Source: an optimization exercise on an open RTL-to-GDS flow (aim: small area, a short achievable clock period and few clock cycles). Production flows keep margins and buffers that such runs may drop.
At most, simulation tests tie the RTL to the original design; equivalence was not proved.
Power figures rest on the tool's default switching activity, not on a simulated workload.

==> v31 <==
## cd_stat_accum
module cd_stat_accum
#(
   parameter int I_TILE = 64,
   parameter int H_TILE = 64,
   parameter int AW     = $clog2(I_TILE * H_TILE)
) (
   input  logic          clk,
   input  logic          rst,
   input  logic          clear,
   input  logic          v_valid,
   output logic          v_ready,
   input  logic [15:0]   v_data,
   input  logic          v_phase,
   input  logic          h_valid,
   output logic          h_ready,
   input  logic [15:0]   h_data,
   input  logic          h_last,
   output logic [AW-1:0] acc_rd_addr,
   output logic          acc_rd_bank,
   input  logic [31:0]   acc_rd_data,
   output logic [AW-1:0] acc_wr_addr,
   output logic [31:0]   acc_wr_data,
   output logic [1:0]    acc_wr_we,
   output logic          busy,
   output logic          done,
   output logic          sat_flag
);
Settings: LEC_CHECK=0, CAP_MARGIN=20, CORE_MARGIN=2, CORE_UTILIZATION=40, CTS_BUF_LIST=sky130_fd_sc_hd__clkbuf_16, CTS_CLUSTER_DIAMETER=60, CTS_CLUSTER_SIZE=30, SLEW_MARGIN=20, SETUP_SLACK_MARGIN=6.85; clock period 10.0 ns.
standard.sh (not shown) runs the stock make flow with config.mk's settings and CLKGATE_MAP_FILE= SYNTH_SCRIPT=/design/flow/synth_recipe.tcl, a recipe that flattens the netlist after the stock synthesis.
==> flow/flow/run.sh <==
#!/bin/bash
# Standard layout, with the timing repair steps asked for extra setup slack.
set -e
cp standard.sh standard_sh.txt
cp config.mk config_orig.mk
echo "export SETUP_SLACK_MARGIN = 6.85" >> config.mk
bash standard.sh > standard.log 2>&1
==> v11: changes against v31 <==
--- a/flow/design.v
+++ b/flow/design.v
@@ -623,17 +623,17 @@
    logic          row_q;       
    logic          ld_q;        
    logic          drain_q;     
    logic [7:0]    one_q, two_q, neg_q;    
    logic          hq_v, hq_last;
    logic          phase_q;
    logic [1023:0] ring;
    logic          vrdy_q, hrdy_q, busy_q, done_q, sat_q;
-   logic          v1, v2, ph1, ph2, l1, l2, l3, clr2;
+   logic          v1, v2, ph1, ph2, l1, l2, l3;
    logic [24:0]   s1, c1;
    logic          cin1;
    logic [24:0]   inc_q;
    logic [31:0]   rd_q;
    logic [31:0]   wd_q;
    logic [1:0]    we_q;
    logic [AW-1:0] wa_q;
    assign v_ready     = vrdy_q;
@@ -783,56 +783,55 @@
       .neg  (neg_q),
       .s_hi (s0),
       .c_hi (c0),
       .cin  (cin0)
    );
    logic [24:0] lo;
    logic [7:0]  m_hi, hi_p, hi_m, r_hi;
    logic        up, dn, ovf;
-   logic [31:0] res;
+   logic [31:0] res, cval;
    assign lo   = {1'b0, rd_q[23:0]} + {1'b0, inc_q[23:0]};
    assign m_hi = rd_q[31:24];
    assign hi_p = m_hi + 8'd1;
    assign hi_m = m_hi - 8'd1;
    assign up   = lo[24] & ~inc_q[24];
    assign dn   = ~lo[24] & inc_q[24];
    assign r_hi = up ? hi_p : (dn ? hi_m : m_hi);
    assign ovf  = (up & (m_hi == 8'h7F)) | (dn & (m_hi == 8'h80));
-   assign res  = ovf ? {m_hi[7], {31{~m_hi[7]}}} : {r_hi, lo[23:0]};
+   assign cval = clr ? 32'd0 : {m_hi[7], {31{~m_hi[7]}}};
+   assign res  = (ovf | clr) ? cval : {r_hi, lo[23:0]};
    logic [24:0] inc_d;
    logic        inc_co;
    add25 u_inc (.a(s1), .b(c1), .ci(cin1), .s(inc_d), .co(inc_co));
    always_ff @(posedge clk) begin
       s1    <= s0;
       c1    <= c0;
       cin1  <= cin0;
-      inc_q <= clr ? 25'd0 : inc_d;
-      rd_q  <= clr ? 32'd0 : acc_rd_data;
+      inc_q <= inc_d;
+      rd_q  <= acc_rd_data;
       wd_q  <= res;
    end
    always_ff @(posedge clk) begin
       if (rst) begin
          v1   <= 1'b0;
          v2   <= 1'b0;
          ph1  <= 1'b0;
          ph2  <= 1'b0;
          l1   <= 1'b0;
          l2   <= 1'b0;
          l3   <= 1'b0;
          we_q <= 2'b00;
          wa_q <= '0;
-         clr2 <= 1'b0;
       end else begin
          v1   <= op0;
          ph1  <= phase_q;
          l1   <= last_op;
          v2   <= v1;
          ph2  <= ph1;
          l2   <= l1;
          l3   <= l2;
-         clr2 <= clr & ~done_q;
-         if (clr & ~done_q) we_q <= (we_q[0] & (wa_q == {AW{1'b1}})) ? 2'b00 : {2{clr2}};
+         if (clr & ~done_q) we_q <= (we_q[0] & (wa_q == {AW{1'b1}})) ? 2'b00 : 2'b11;
          else                we_q <= v2 ? (ph2 ? 2'b10 : 2'b01) : 2'b00;
          wa_q <= wa_q + {{(AW-1){1'b0}}, |we_q};
       end
    end
 endmodule
==> flow/flow/run.sh (replaced) <==
#!/bin/bash
# Standard layout, with the timing repair steps asked for extra setup slack.
set -e
cp standard.sh standard_sh.txt
cp config.mk config_orig.mk
echo "export SETUP_SLACK_MARGIN = 7.0" >> config.mk
bash standard.sh > standard.log 2>&1
CTS_BUF_LIST = sky130_fd_sc_hd__clkbuf_8 sky130_fd_sc_hd__clkbuf_16   (was sky130_fd_sc_hd__clkbuf_16)
CTS_CLUSTER_DIAMETER = 100   (was 60)
SETUP_SLACK_MARGIN = 7.0   (was 6.85)
==> v4: changes against v31 <==
==> flow/run.sh (new file) <==
#!/bin/bash
# synth_recipe.tcl (not shown) runs the flow's synth.tcl, then flattens the netlist and writes it again
# the make line also repeats each setting of config.mk as NAME=value (left out here)
make -C /OpenROAD-flow-scripts/flow DESIGN_CONFIG=/design/flow/config.mk WORK_HOME=/design/flow/orfs CLKGATE_MAP_FILE= SYNTH_SCRIPT=/design/flow/synth_recipe.tcl finish
CTS_BUF_LIST = sky130_fd_sc_hd__clkbuf_8 sky130_fd_sc_hd__clkbuf_16   (was sky130_fd_sc_hd__clkbuf_16)
CTS_CLUSTER_DIAMETER = 100   (was 60)
SETUP_SLACK_MARGIN = 5   (was 6.85)
removed: flow/flow/run.sh
removed: flow/standard.sh
==> v33: changes against v31 <==
--- a/flow/design.v
+++ b/flow/design.v
@@ -579,16 +579,243 @@
    assign c[21] = g20_0 | (p20_0 & ci);
    assign c[22] = g21_0 | (p21_0 & ci);
    assign c[23] = g22_0 | (p22_0 & ci);
    assign c[24] = g23_0 | (p23_0 & ci);
    assign c[25] = g24_0 | (p24_0 & ci);
    assign s = {p24_24 ^ c[24], p23_23 ^ c[23], p22_22 ^ c[22], p21_21 ^ c[21], p20_20 ^ c[20], p19_19 ^ c[19], p18_18 ^ c[18], p17_17 ^ c[17], p16_16 ^ c[16], p15_15 ^ c[15], p14_14 ^ c[14], p13_13 ^ c[13], p12_12 ^ c[12], p11_11 ^ c[11], p10_10 ^ c[10], p9_9 ^ c[9], p8_8 ^ c[8], p7_7 ^ c[7], p6_6 ^ c[6], p5_5 ^ c[5], p4_4 ^ c[4], p3_3 ^ c[3], p2_2 ^ c[2], p1_1 ^ c[1], p0_0 ^ c[0]};
    assign co = c[25];
 endmodule
+module add33 (
+   input  logic [32:0] a,
+   input  logic [32:0] b,
+   input  logic        ci,
+   output logic [32:0] s,
+   output logic        co
+);
+   wire p0_0 = a[0] ^ b[0];
+   wire g0_0 = a[0] & b[0];
+   wire p1_1 = a[1] ^ b[1];
+   wire g1_1 = a[1] & b[1];
+   wire p2_2 = a[2] ^ b[2];
+   wire g2_2 = a[2] & b[2];
+   wire p3_3 = a[3] ^ b[3];
+   wire g3_3 = a[3] & b[3];
+   wire p4_4 = a[4] ^ b[4];
+   wire g4_4 = a[4] & b[4];
+   wire p5_5 = a[5] ^ b[5];
+   wire g5_5 = a[5] & b[5];
+   wire p6_6 = a[6] ^ b[6];
+   wire g6_6 = a[6] & b[6];
+   wire p7_7 = a[7] ^ b[7];
+   wire g7_7 = a[7] & b[7];
+   wire p8_8 = a[8] ^ b[8];
+   wire g8_8 = a[8] & b[8];
+   wire p9_9 = a[9] ^ b[9];
+   wire g9_9 = a[9] & b[9];
+   wire p10_10 = a[10] ^ b[10];
+   wire g10_10 = a[10] & b[10];
+   wire p11_11 = a[11] ^ b[11];
+   wire g11_11 = a[11] & b[11];
+   wire p12_12 = a[12] ^ b[12];
+   wire g12_12 = a[12] & b[12];
+   wire p13_13 = a[13] ^ b[13];
+   wire g13_13 = a[13] & b[13];
+   wire p14_14 = a[14] ^ b[14];
+   wire g14_14 = a[14] & b[14];
+   wire p15_15 = a[15] ^ b[15];
+   wire g15_15 = a[15] & b[15];
+   wire p16_16 = a[16] ^ b[16];
+   wire g16_16 = a[16] & b[16];
+   wire p17_17 = a[17] ^ b[17];
+   wire g17_17 = a[17] & b[17];
+   wire p18_18 = a[18] ^ b[18];
+   wire g18_18 = a[18] & b[18];
+   wire p19_19 = a[19] ^ b[19];
+   wire g19_19 = a[19] & b[19];
+   wire p20_20 = a[20] ^ b[20];
+   wire g20_20 = a[20] & b[20];
+   wire p21_21 = a[21] ^ b[21];
+   wire g21_21 = a[21] & b[21];
+   wire p22_22 = a[22] ^ b[22];
+   wire g22_22 = a[22] & b[22];
+   wire p23_23 = a[23] ^ b[23];
+   wire g23_23 = a[23] & b[23];
+   wire p24_24 = a[24] ^ b[24];
+   wire g24_24 = a[24] & b[24];
+   wire p25_25 = a[25] ^ b[25];
+   wire g25_25 = a[25] & b[25];
+   wire p26_26 = a[26] ^ b[26];
+   wire g26_26 = a[26] & b[26];
+   wire p27_27 = a[27] ^ b[27];
+   wire g27_27 = a[27] & b[27];
+   wire p28_28 = a[28] ^ b[28];
+   wire g28_28 = a[28] & b[28];
+   wire p29_29 = a[29] ^ b[29];
+   wire g29_29 = a[29] & b[29];
+   wire p30_30 = a[30] ^ b[30];
+   wire g30_30 = a[30] & b[30];
+   wire p31_31 = a[31] ^ b[31];
+   wire g31_31 = a[31] & b[31];
+   wire p32_32 = a[32] ^ b[32];
+   wire g32_32 = a[32] & b[32];
+   wire g1_0 = g1_1 | (p1_1 & g0_0);
+   wire p1_0 = p1_1 & p0_0;
+   wire g3_2 = g3_3 | (p3_3 & g2_2);
+   wire p3_2 = p3_3 & p2_2;
+   wire g5_4 = g5_5 | (p5_5 & g4_4);
+   wire p5_4 = p5_5 & p4_4;
+   wire g7_6 = g7_7 | (p7_7 & g6_6);
+   wire p7_6 = p7_7 & p6_6;
+   wire g9_8 = g9_9 | (p9_9 & g8_8);
+   wire p9_8 = p9_9 & p8_8;
+   wire g11_10 = g11_11 | (p11_11 & g10_10);
+   wire p11_10 = p11_11 & p10_10;
+   wire g13_12 = g13_13 | (p13_13 & g12_12);
+   wire p13_12 = p13_13 & p12_12;
+   wire g15_14 = g15_15 | (p15_15 & g14_14);
+   wire p15_14 = p15_15 & p14_14;
+   wire g17_16 = g17_17 | (p17_17 & g16_16);
+   wire p17_16 = p17_17 & p16_16;
+   wire g19_18 = g19_19 | (p19_19 & g18_18);
+   wire p19_18 = p19_19 & p18_18;
+   wire g21_20 = g21_21 | (p21_21 & g20_20);
+   wire p21_20 = p21_21 & p20_20;
+   wire g23_22 = g23_23 | (p23_23 & g22_22);
+   wire p23_22 = p23_23 & p22_22;
+   wire g25_24 = g25_25 | (p25_25 & g24_24);
+   wire p25_24 = p25_25 & p24_24;
+   wire g27_26 = g27_27 | (p27_27 & g26_26);
+   wire p27_26 = p27_27 & p26_26;
+   wire g29_28 = g29_29 | (p29_29 & g28_28);
+   wire p29_28 = p29_29 & p28_28;
+   wire g31_30 = g31_31 | (p31_31 & g30_30);
+   wire p31_30 = p31_31 & p30_30;
+   wire g3_0 = g3_2 | (p3_2 & g1_0);
+   wire p3_0 = p3_2 & p1_0;
+   wire g7_4 = g7_6 | (p7_6 & g5_4);
+   wire p7_4 = p7_6 & p5_4;
+   wire g11_8 = g11_10 | (p11_10 & g9_8);
+   wire p11_8 = p11_10 & p9_8;
+   wire g15_12 = g15_14 | (p15_14 & g13_12);
+   wire p15_12 = p15_14 & p13_12;
+   wire g19_16 = g19_18 | (p19_18 & g17_16);
+   wire p19_16 = p19_18 & p17_16;
+   wire g23_20 = g23_22 | (p23_22 & g21_20);
+   wire p23_20 = p23_22 & p21_20;
+   wire g27_24 = g27_26 | (p27_26 & g25_24);
+   wire p27_24 = p27_26 & p25_24;
+   wire g31_28 = g31_30 | (p31_30 & g29_28);
+   wire p31_28 = p31_30 & p29_28;
+   wire g7_0 = g7_4 | (p7_4 & g3_0);
+   wire p7_0 = p7_4 & p3_0;
+   wire g15_8 = g15_12 | (p15_12 & g11_8);
+   wire p15_8 = p15_12 & p11_8;
+   wire g23_16 = g23_20 | (p23_20 & g19_16);
+   wire p23_16 = p23_20 & p19_16;
+   wire g31_24 = g31_28 | (p31_28 & g27_24);
+   wire p31_24 = p31_28 & p27_24;
+   wire g15_0 = g15_8 | (p15_8 & g7_0);
+   wire p15_0 = p15_8 & p7_0;
+   wire g31_16 = g31_24 | (p31_24 & g23_16);
+   wire p31_16 = p31_24 & p23_16;
+   wire g31_0 = g31_16 | (p31_16 & g15_0);
+   wire p31_0 = p31_16 & p15_0;
+   wire g23_0 = g23_16 | (p23_16 & g15_0);
+   wire p23_0 = p23_16 & p15_0;
+   wire g11_0 = g11_8 | (p11_8 & g7_0);
+   wire p11_0 = p11_8 & p7_0;
+   wire g19_0 = g19_16 | (p19_16 & g15_0);
+   wire p19_0 = p19_16 & p15_0;
+   wire g27_0 = g27_24 | (p27_24 & g23_0);
+   wire p27_0 = p27_24 & p23_0;
+   wire g5_0 = g5_4 | (p5_4 & g3_0);
+   wire p5_0 = p5_4 & p3_0;
+   wire g9_0 = g9_8 | (p9_8 & g7_0);
+   wire p9_0 = p9_8 & p7_0;
+   wire g13_0 = g13_12 | (p13_12 & g11_0);
+   wire p13_0 = p13_12 & p11_0;
+   wire g17_0 = g17_16 | (p17_16 & g15_0);
+   wire p17_0 = p17_16 & p15_0;
+   wire g21_0 = g21_20 | (p21_20 & g19_0);
+   wire p21_0 = p21_20 & p19_0;
+   wire g25_0 = g25_24 | (p25_24 & g23_0);
+   wire p25_0 = p25_24 & p23_0;
+   wire g29_0 = g29_28 | (p29_28 & g27_0);
+   wire p29_0 = p29_28 & p27_0;
+   wire g2_0 = g2_2 | (p2_2 & g1_0);
+   wire p2_0 = p2_2 & p1_0;
+   wire g4_0 = g4_4 | (p4_4 & g3_0);
+   wire p4_0 = p4_4 & p3_0;
+   wire g6_0 = g6_6 | (p6_6 & g5_0);
+   wire p6_0 = p6_6 & p5_0;
+   wire g8_0 = g8_8 | (p8_8 & g7_0);
+   wire p8_0 = p8_8 & p7_0;
+   wire g10_0 = g10_10 | (p10_10 & g9_0);
+   wire p10_0 = p10_10 & p9_0;
+   wire g12_0 = g12_12 | (p12_12 & g11_0);
+   wire p12_0 = p12_12 & p11_0;
+   wire g14_0 = g14_14 | (p14_14 & g13_0);
+   wire p14_0 = p14_14 & p13_0;
+   wire g16_0 = g16_16 | (p16_16 & g15_0);
+   wire p16_0 = p16_16 & p15_0;
+   wire g18_0 = g18_18 | (p18_18 & g17_0);
+   wire p18_0 = p18_18 & p17_0;
+   wire g20_0 = g20_20 | (p20_20 & g19_0);
+   wire p20_0 = p20_20 & p19_0;
+   wire g22_0 = g22_22 | (p22_22 & g21_0);
+   wire p22_0 = p22_22 & p21_0;
+   wire g24_0 = g24_24 | (p24_24 & g23_0);
+   wire p24_0 = p24_24 & p23_0;
+   wire g26_0 = g26_26 | (p26_26 & g25_0);
+   wire p26_0 = p26_26 & p25_0;
+   wire g28_0 = g28_28 | (p28_28 & g27_0);
+   wire p28_0 = p28_28 & p27_0;
+   wire g30_0 = g30_30 | (p30_30 & g29_0);
+   wire p30_0 = p30_30 & p29_0;
+   wire g32_0 = g32_32 | (p32_32 & g31_0);
+   wire p32_0 = p32_32 & p31_0;
+   wire [33:0] c;
+   assign c[0] = ci;
+   assign c[1] = g0_0 | (p0_0 & ci);
+   assign c[2] = g1_0 | (p1_0 & ci);
+   assign c[3] = g2_0 | (p2_0 & ci);
+   assign c[4] = g3_0 | (p3_0 & ci);
+   assign c[5] = g4_0 | (p4_0 & ci);
+   assign c[6] = g5_0 | (p5_0 & ci);
+   assign c[7] = g6_0 | (p6_0 & ci);
+   assign c[8] = g7_0 | (p7_0 & ci);
+   assign c[9] = g8_0 | (p8_0 & ci);
+   assign c[10] = g9_0 | (p9_0 & ci);
+   assign c[11] = g10_0 | (p10_0 & ci);
+   assign c[12] = g11_0 | (p11_0 & ci);
+   assign c[13] = g12_0 | (p12_0 & ci);
+   assign c[14] = g13_0 | (p13_0 & ci);
+   assign c[15] = g14_0 | (p14_0 & ci);
+   assign c[16] = g15_0 | (p15_0 & ci);
+   assign c[17] = g16_0 | (p16_0 & ci);
+   assign c[18] = g17_0 | (p17_0 & ci);
+   assign c[19] = g18_0 | (p18_0 & ci);
+   assign c[20] = g19_0 | (p19_0 & ci);
+   assign c[21] = g20_0 | (p20_0 & ci);
+   assign c[22] = g21_0 | (p21_0 & ci);
+   assign c[23] = g22_0 | (p22_0 & ci);
+   assign c[24] = g23_0 | (p23_0 & ci);
+   assign c[25] = g24_0 | (p24_0 & ci);
+   assign c[26] = g25_0 | (p25_0 & ci);
+   assign c[27] = g26_0 | (p26_0 & ci);
+   assign c[28] = g27_0 | (p27_0 & ci);
+   assign c[29] = g28_0 | (p28_0 & ci);
+   assign c[30] = g29_0 | (p29_0 & ci);
+   assign c[31] = g30_0 | (p30_0 & ci);
+   assign c[32] = g31_0 | (p31_0 & ci);
+   assign c[33] = g32_0 | (p32_0 & ci);
+   assign s = {p32_32 ^ c[32], p31_31 ^ c[31], p30_30 ^ c[30], p29_29 ^ c[29], p28_28 ^ c[28], p27_27 ^ c[27], p26_26 ^ c[26], p25_25 ^ c[25], p24_24 ^ c[24], p23_23 ^ c[23], p22_22 ^ c[22], p21_21 ^ c[21], p20_20 ^ c[20], p19_19 ^ c[19], p18_18 ^ c[18], p17_17 ^ c[17], p16_16 ^ c[16], p15_15 ^ c[15], p14_14 ^ c[14], p13_13 ^ c[13], p12_12 ^ c[12], p11_11 ^ c[11], p10_10 ^ c[10], p9_9 ^ c[9], p8_8 ^ c[8], p7_7 ^ c[7], p6_6 ^ c[6], p5_5 ^ c[5], p4_4 ^ c[4], p3_3 ^ c[3], p2_2 ^ c[2], p1_1 ^ c[1], p0_0 ^ c[0]};
+   assign co = c[33];
+endmodule
 module cd_stat_accum
 #(
    parameter int I_TILE = 64,
    parameter int H_TILE = 64,
    parameter int AW     = $clog2(I_TILE * H_TILE)
 ) (
    input  logic          clk,
    input  logic          rst,
@@ -623,17 +850,17 @@
    logic          row_q;       
    logic          ld_q;        
    logic          drain_q;     
    logic [7:0]    one_q, two_q, neg_q;    
    logic          hq_v, hq_last;
    logic          phase_q;
    logic [1023:0] ring;
    logic          vrdy_q, hrdy_q, busy_q, done_q, sat_q;
-   logic          v1, v2, ph1, ph2, l1, l2, l3, clr2;
+   logic          v1, v2, ph1, ph2, l1, l2, l3;
    logic [24:0]   s1, c1;
    logic          cin1;
    logic [24:0]   inc_q;
    logic [31:0]   rd_q;
    logic [31:0]   wd_q;
    logic [1:0]    we_q;
    logic [AW-1:0] wa_q;
    assign v_ready     = vrdy_q;
@@ -780,59 +1007,52 @@
       .v    (ring[15:0]),
       .one  (one_q),
       .two  (two_q),
       .neg  (neg_q),
       .s_hi (s0),
       .c_hi (c0),
       .cin  (cin0)
    );
-   logic [24:0] lo;
-   logic [7:0]  m_hi, hi_p, hi_m, r_hi;
-   logic        up, dn, ovf;
+   logic [31:0] inc;
+   logic [32:0] sum;
+   logic        ovf;
    logic [31:0] res;
-   assign lo   = {1'b0, rd_q[23:0]} + {1'b0, inc_q[23:0]};
-   assign m_hi = rd_q[31:24];
-   assign hi_p = m_hi + 8'd1;
-   assign hi_m = m_hi - 8'd1;
-   assign up   = lo[24] & ~inc_q[24];
-   assign dn   = ~lo[24] & inc_q[24];
-   assign r_hi = up ? hi_p : (dn ? hi_m : m_hi);
-   assign ovf  = (up & (m_hi == 8'h7F)) | (dn & (m_hi == 8'h80));
-   assign res  = ovf ? {m_hi[7], {31{~m_hi[7]}}} : {r_hi, lo[23:0]};
+   assign inc = {{7{inc_q[24]}}, inc_q};
    logic [24:0] inc_d;
-   logic        inc_co;
-   add25 u_inc (.a(s1), .b(c1), .ci(cin1), .s(inc_d), .co(inc_co));
+   logic        co25, co33;
+   add33 u_add (.a({rd_q[31], rd_q}), .b({inc[31], inc}), .ci(1'b0), .s(sum), .co(co33));
+   add25 u_inc (.a(s1), .b(c1), .ci(cin1), .s(inc_d), .co(co25));
+   assign ovf = (sum[32] != sum[31]);
+   assign res = ovf ? (sum[32] ? 32'h8000_0000 : 32'h7FFF_FFFF) : sum[31:0];
    always_ff @(posedge clk) begin
       s1    <= s0;
       c1    <= c0;
       cin1  <= cin0;
-      inc_q <= clr ? 25'd0 : inc_d;
-      rd_q  <= clr ? 32'd0 : acc_rd_data;
-      wd_q  <= res;
+      inc_q <= inc_d;
+      rd_q  <= acc_rd_data;
+      wd_q  <= clr ? 32'h0 : res;
    end
    always_ff @(posedge clk) begin
       if (rst) begin
          v1   <= 1'b0;
          v2   <= 1'b0;
          ph1  <= 1'b0;
          ph2  <= 1'b0;
          l1   <= 1'b0;
          l2   <= 1'b0;
          l3   <= 1'b0;
          we_q <= 2'b00;
          wa_q <= '0;
-         clr2 <= 1'b0;
       end else begin
          v1   <= op0;
          ph1  <= phase_q;
          l1   <= last_op;
          v2   <= v1;
          ph2  <= ph1;
          l2   <= l1;
          l3   <= l2;
-         clr2 <= clr & ~done_q;
-         if (clr & ~done_q) we_q <= (we_q[0] & (wa_q == {AW{1'b1}})) ? 2'b00 : {2{clr2}};
+         if (clr & ~done_q) we_q <= (we_q[0] & (wa_q == {AW{1'b1}})) ? 2'b00 : 2'b11;
          else                we_q <= v2 ? (ph2 ? 2'b10 : 2'b01) : 2'b00;
          wa_q <= wa_q + {{(AW-1){1'b0}}, |we_q};
       end
    end
 endmodule
==> flow/flow/run.sh (replaced) <==
#!/bin/bash
# Standard layout, with the timing repair steps asked for extra setup slack.
set -e
cp standard.sh standard_sh.txt
cp config.mk config_orig.mk
echo "export SETUP_SLACK_MARGIN = 7" >> config.mk
bash standard.sh > standard.log 2>&1
CTS_BUF_LIST = sky130_fd_sc_hd__clkbuf_8 sky130_fd_sc_hd__clkbuf_16   (was sky130_fd_sc_hd__clkbuf_16)
CTS_CLUSTER_DIAMETER = 100   (was 60)
SETUP_SLACK_MARGIN = 7   (was 6.85)
==> results.txt <==
Run status: v11 finished clean; v33 finished clean; v31 finished clean; v4 finished clean
Synthesized net count: v11 2725; v33 2699; v31 2773; v4 2773
Maximum vdd drop: v11 0.172 mV; v33 0.174 mV; v31 0.147 mV; v4 0.150 mV
Headroom to the max-slew limit: v11 30.2%; v33 41.2%; v31 36.6%; v4 28.2%
Clock sink total: v11 1240; v33 1240; v31 1241; v4 1241
Register-to-register path setup slack: v11 6840 ps; v33 6290 ps; v31 6880 ps; v4 6190 ps
Synth-to-layout area growth: v11 16.5%; v33 17.9%; v31 17.1%; v4 11.3%
Number of setup buffers added after CTS: v11 104; v33 127; v31 85; v4 0
RSZ-0062 raised after global routing: v11 true; v33 true; v31 true; v4 false
DRC marker count from the first detailed-route iteration: v11 873; v33 769; v31 835; v4 852
Data required time of the worst path: v11 10570 ps; v33 10510 ps; v31 8000 ps; v4 10510 ps
Clock buffer count: v11 48; v33 51; v31 69; v4 51
Register share of total power: v11 57.4%; v33 56.9%; v31 53.4%; v4 58.2%
Internal power component: v11 7.04 mW; v33 7.14 mW; v31 7.53 mW; v4 7.01 mW
Worst-case hold path end point: v11 ring[256]$_DFF_P_; v33 ring[253]$_DFF_P_; v31 ring[128]$_DFF_P_; v4 ring[127]$_DFF_P_
Initial Util: v11 40.3%; v33 40.2%; v31 40.5%; v4 40.5%
Die extent in y: v11 297 um; v33 296 um; v31 298 um; v4 298 um
Final Skew: v11 21.5 ps; v33 18.4 ps; v31 35.4 ps; v4 24.4 ps
Global-route wire length before repair: v11 93200 um; v33 92900 um; v31 94200 um; v4 92000 um
Testbench counts of v31, summed over its fixed seeds: cycles 294,972.
Testbench counts of v11, summed over its fixed seeds: cycles 294,972.
Testbench counts of v4, summed over its fixed seeds: cycles 294,972.
No functional check of the RTL was part of v33.

## static timing again, ports no longer ideal
No port has a modelled driver above. Below, the same layouts with a new extraction and two added sets of constraints.
Step 1 (the two cells are an assumption about what drives the block):
set clk [get_ports {clk}]
set_driving_cell -lib_cell sky130_fd_sc_hd__clkbuf_16 $clk
set_driving_cell -lib_cell sky130_fd_sc_hd__buf_2 [delete_from_list [all_inputs] $clk]
Step 2 moves the port delays by t, midway between the first and last clock arrival at a register: inputs arrive t later, outputs are due t later. That takes back most of the time a late clock gives input paths.
a / b / c = ideal ports / drivers / drivers and shift; a / b = the first two.
run | t, ns | setup slack, ns | latest minus earliest clock arrival (ns) | worst slew at a driven data input, ns | pins driven straight from the clock port
v31 | 0.680 | 6.871 / 6.804 / 6.354 | 0.039 / 0.039 | 0.12 | 1
v11 | 0.682 | 6.835 / 6.828 / 6.362 | 0.025 / 0.025 | 0.13 | 1
v4 | 0.683 | 6.186 / 6.156 / 5.825 | 0.029 / 0.029 | 0.15 | 1
v33 | 0.688 | 6.285 / 6.285 / 6.285 | 0.021 / 0.021 | 0.12 | 1
After both steps setup and hold are still met in every run listed. For v31, which loses most, drivers alone change the setup slack by -0.067 ns; drivers and shift together by -0.517 ns.
